What follows belongs to an exercise in optimizing a design on an open flow for small area and a short achievable clock period; a production flow would make more cautious choices.
At most, simulation tests tie the RTL to the original design; equivalence was not proved.

## nn_mac_engine
module nn_mac_engine #(
  parameter int unsigned DW      = 8,
  parameter int unsigned N_LANES = 4,
  parameter int unsigned ACC_W   = 24,
  parameter int unsigned LEN_W   = 8,
  parameter int unsigned SH_W    = 5
) (
  input  logic                    clk,
  input  logic                    rst,
  input  logic                    start,
  input  logic [LEN_W-1:0]        len,
  input  logic [SH_W-1:0]         shift,
  input  logic                    relu_en,
  input  logic [N_LANES*DW-1:0]   in_a,
  input  logic [N_LANES*DW-1:0]   in_b,
  input  logic                    in_valid,
  output logic                    in_ready,
  output logic [DW-1:0]           out_data,
  output logic                    out_valid,
  input  logic                    out_ready,
  output logic                    busy,
  output logic                    done
);
Size in the first run: roughly 130 flip-flops.
clock: 7.5 ns
lec_check: 0
abc_clock_period_in_ps: 4000
cap_margin: 20
core_margin: 2
core_utilization: 40
place_density: 0.6
setup_slack_margin: 3.5
slew_margin: 20
synth_hierarchical: 1
standard.sh (not shown) runs the stock make flow with config.mk's settings and CLKGATE_MAP_FILE= SYNTH_SCRIPT=/design/flow/synth_recipe.tcl, a recipe that flattens the netlist after the stock synthesis.
==> flow/flow/run.sh <==
#!/bin/bash
# Layout flow: the standard layout (standard.sh, unchanged synthesis), except that the
# buffers ORFS puts on the ports are the smallest plain buffer, buf_1, instead of the default
# delay-style buffer; the resizer may still size them up where timing needs it.
set -euo pipefail
bash standard.sh BUFFER_PORTS_ARGS="-buffer_cell sky130_fd_sc_hd__buf_1" finish > standard.log 2>&1
Edit:
Settings changed: CORE_UTILIZATION 40 to 60, PLACE_DENSITY 0.6 to 0.75.
Effect: The new run produced a clean layout. Sequential share of layout area is higher by 0.23 points. Non-clock buffer count came out lower by 7. Cell area drops by 1.2%. Hold slack degrades by 0.011 ns. Count of clock-buffer cells in the layout is unchanged. Setup slack is worse by 0.021 ns.
No run of this note included a check of the RTL's function; only the layout flow was run.


## run A
nn_mac_engine, a different RTL version from the one above (not shown whole).
Size: about 1100 cells after synthesis, roughly 110 flip-flops, roughly 0.011 mm2 of cells after synthesis.
==> flow/config.mk <==
export PLATFORM = sky130hd
export DESIGN_NAME = nn_mac_engine
export DESIGN_NICKNAME = nn_mac_engine
export VERILOG_FILES = /design/flow/design.v
export SDC_FILE = /design/flow/constraint.sdc
export NUM_CORES = 4
export LEC_CHECK = 0
export ABC_CLOCK_PERIOD_IN_PS = 4000
export CAP_MARGIN = 20
export CORE_MARGIN = 2
export CORE_UTILIZATION = 40
export PLACE_DENSITY = 0.6
export SETUP_SLACK_MARGIN = 3.4
export SLEW_MARGIN = 20
export SYNTH_HIERARCHICAL = 1
==> flow/constraint.sdc <==
create_clock -name core_clock -period 7.5 [get_ports {clk}]
set_input_delay 1.5000 -clock core_clock [delete_from_list [all_inputs] [get_ports {clk}]]
set_output_delay 1.5000 -clock core_clock [all_outputs]
set_load 0.01 [all_outputs]
Scripts as last shown in full above: flow/flow/run.sh
What run B does differently from run A at the input level:
- SETUP_SLACK_MARGIN changed from 3.4 to 3.5
- SLEW_MARGIN changed from 20 to 5
- CAP_MARGIN changed from 20 to 5
Sort run B and run A by share of cell area taken by flip-flops and latches, ascending, and run B comes first. From run A to run B the numbers moved as follows: number of flip-flops and latches flat, count of plain and timing-repair buffers up 11, final-stage net count up 11, data arrival time of the critical path down 0.08 ns, wire length of the first global-routing pass up about 1.7%. Final area went up slightly going from run A to run B.
[inputs] run C vs run B
- changing SLEW_MARGIN from 5 to 20
- changing SETUP_SLACK_MARGIN from 3.5 to 3.6
- changing CAP_MARGIN from 5 to 20
==> summary.txt <==
Comparing run B and run C, the higher final routed wirelength across all metal layers was measured on run B.
For run B, the timing endpoint of the critical path was acc[24]$_SDFFE_PN0P_, unlike run C, where it was acc[22]$_SDFFE_PN0P_.
Diff run B..run C | flop and latch count out of synthesis | unchanged
Status: setup skew after layout parity (run C, run B)
When the final numbers for run B and run C were put side by side, the global-route usage turned out to be smaller in run C.
Going from run B to run C, clock period minus worst slack now smaller, global-route wire length before repair now smaller, clock-pin transition on the worst setup and hold timing paths comparable, via count comparable.
Going from run B to run C, the post-synthesis to final-layout area growth was found to have gone up by 1.9 points.
What run D does differently from run C at the input level:
- a change of SETUP_SLACK_MARGIN from 3.6 to 3.5
- a change of SLEW_MARGIN from 20 to 10
- a change of CAP_MARGIN from 20 to 10
[summary]
Going from run C to run D, wire length grew by 890 um, violation count after the first detailed-routing iteration climbed 11%. Run D vs. run C: signed area change from the synthesized netlist to the final layout fell 1.9 points, time the worst path needs with I/O delays and setup rose 0.016 ns.


Another version of the RTL of nn_mac_engine (not shown whole).
Size: about 1100 cells after synthesis, ~12000 sq um of cells after synthesis.
## nn_mac_engine
module nn_mac_engine #(
  parameter int unsigned DW      = 8,
  parameter int unsigned N_LANES = 4,
  parameter int unsigned ACC_W   = 24,
  parameter int unsigned LEN_W   = 8,
  parameter int unsigned SH_W    = 5
) (
  input  logic                    clk,
  input  logic                    rst,
  input  logic                    start,
  input  logic [LEN_W-1:0]        len,
  input  logic [SH_W-1:0]         shift,
  input  logic                    relu_en,
  input  logic [N_LANES*DW-1:0]   in_a,
  input  logic [N_LANES*DW-1:0]   in_b,
  input  logic                    in_valid,
  output logic                    in_ready,
  output logic [DW-1:0]           out_data,
  output logic                    out_valid,
  input  logic                    out_ready,
  output logic                    busy,
  output logic                    done
);
==> flow/config.mk <==
export PLATFORM = sky130hd
export DESIGN_NAME = nn_mac_engine
export DESIGN_NICKNAME = nn_mac_engine
export VERILOG_FILES = /design/flow/design.v
export SDC_FILE = /design/flow/constraint.sdc
export NUM_CORES = 4
export LEC_CHECK = 0
export ABC_CLOCK_PERIOD_IN_PS = 3500
export CAP_MARGIN = 20
export CORE_MARGIN = 2
export CORE_UTILIZATION = 40
export PLACE_DENSITY = 0.6
export SETUP_SLACK_MARGIN = 3.8
export SLEW_MARGIN = 20
export SYNTH_HIERARCHICAL = 1
==> flow/constraint.sdc <==
create_clock -name core_clock -period 7.5 [get_ports {clk}]
set_input_delay 1.5000 -clock core_clock [delete_from_list [all_inputs] [get_ports {clk}]]
set_output_delay 1.5000 -clock core_clock [all_outputs]
set_load 0.01 [all_outputs]
Scripts as last shown in full above: flow/flow/run.sh
The starting point went through all stages and came out clean.
Then changed:
- ABC_AREA: default -> 1
- ABC_CLOCK_PERIOD_IN_PS: 3500 -> default
- SETUP_SLACK_MARGIN: 3.8 -> 3.5
After rerunning:
- register-to-register slack improved by 0.07 ns
- hold slack hardly moves
Then changed:
- ABC_AREA: 1 -> default
- ABC_CLOCK_PERIOD_IN_PS: default -> 4000
Clock skew hardly moves; cell count is lower by a quarter to a third; sequential share of layout area is higher by 0.32 points.
Function was not checked in any run of this note: the RTL went through the layout flow alone.


## trial 75
Another version of the RTL of nn_mac_engine (not shown whole).
For scale: about 1100 cells after synthesis, about 95 I/O pins, about 12000 µm² of cells after synthesis.
export LEC_CHECK = 0
export ABC_CLOCK_PERIOD_IN_PS = 3500
export CAP_MARGIN = 20
export CORE_MARGIN = 2
export CORE_UTILIZATION = 40
export PLACE_DENSITY = 0.6
export SETUP_SLACK_MARGIN = 3.5
export SLEW_MARGIN = 20
export SYNTH_HIERARCHICAL = 1
create_clock -name core_clock -period 7.5 [get_ports {clk}]
Scripts as last shown in full above: flow/flow/run.sh
Looking at the reports, trial 75 completed the entire flow and the layout it produced met the timing, DRC and antenna checks.
## Diff of input files: trial 32 against trial 75
Settings: swapping 3500 for 4000 in ABC_CLOCK_PERIOD_IN_PS.
==> summary.txt <==
Delta (trial 32 minus trial 75): total of plain and repair buffers excluding clock buffers closely matched the old numbers; post-cts hold buffer count closely matched the old numbers.
Function was not checked in any run of this note: the RTL went through the layout flow alone.

-- what the ideal ports hide --
The flow's constraints put no driver on any port. The routed layouts listed below were extracted and timed again, unchanged, in two steps.
Step 1 assumes that a clkbuf_16 drives the clock port and a buf_2 every other input.
Step 2 also shifts input and output timing later by t, the mid clock arrival at the registers, as if the neighbouring blocks saw the same clock.
a / b / c = ideal / step 1 / step 2; a / b = the first two.
| run | t (ns) | slack for setup (ns) | hold WS [ns] | latest minus earliest clock arrival (ns) | worst register clock-pin slew, ns |
|---|---|---|---|---|---|
| the first run of note 1 | 0.475 | 3.546 / 3.530 / 3.108 | 0.560 / 0.560 / 0.560 | 0.026 / 0.026 | 0.07 / 0.07 |
| the second run of note 1 | 0.468 | 3.525 / 3.535 / 3.084 | 0.549 / 0.549 / 0.549 | 0.010 / 0.011 | 0.06 / 0.06 |
| run A | 0.402 | 3.490 / 3.490 / 3.155 | 0.546 / 0.546 / 0.546 | 0.022 / 0.022 | 0.09 / 0.09 |
| run B | 0.396 | 3.566 / 3.566 / 3.199 | 0.537 / 0.537 / 0.537 | 0.011 / 0.011 | 0.08 / 0.08 |
| run C | 0.388 | 3.582 / 3.580 / 3.254 | 0.539 / 0.539 / 0.539 | 0.013 / 0.013 | 0.07 / 0.07 |
| run D | 0.396 | 3.566 / 3.566 / 3.199 | 0.537 / 0.537 / 0.537 | 0.011 / 0.011 | 0.08 / 0.08 |
| the first run of note 3 | 0.400 | 3.518 / 3.472 / 3.112 | 0.560 / 0.560 / 0.560 | 0.015 / 0.015 | 0.09 / 0.09 |
| the second run of note 3 | 0.406 | 3.487 / 3.509 / 3.103 | 0.558 / 0.558 / 0.558 | 0.013 / 0.012 | 0.08 / 0.08 |
| the third run of note 3 | 0.404 | 3.473 / 3.471 / 3.066 | 0.550 / 0.550 / 0.550 | 0.013 / 0.013 | 0.09 / 0.09 |
| trial 75 | 0.392 | 3.557 / 3.575 / 3.183 | 0.543 / 0.543 / 0.543 | 0.013 / 0.012 | 0.08 / 0.08 |
| trial 32 | 0.392 | 3.557 / 3.575 / 3.183 | 0.543 / 0.543 / 0.543 | 0.013 / 0.012 | 0.08 / 0.08 |
After both steps setup and hold are still met in every run listed. For the second run of note 1, which loses most, drivers alone change the setup slack by +0.010 ns; drivers and shift together by -0.441 ns.
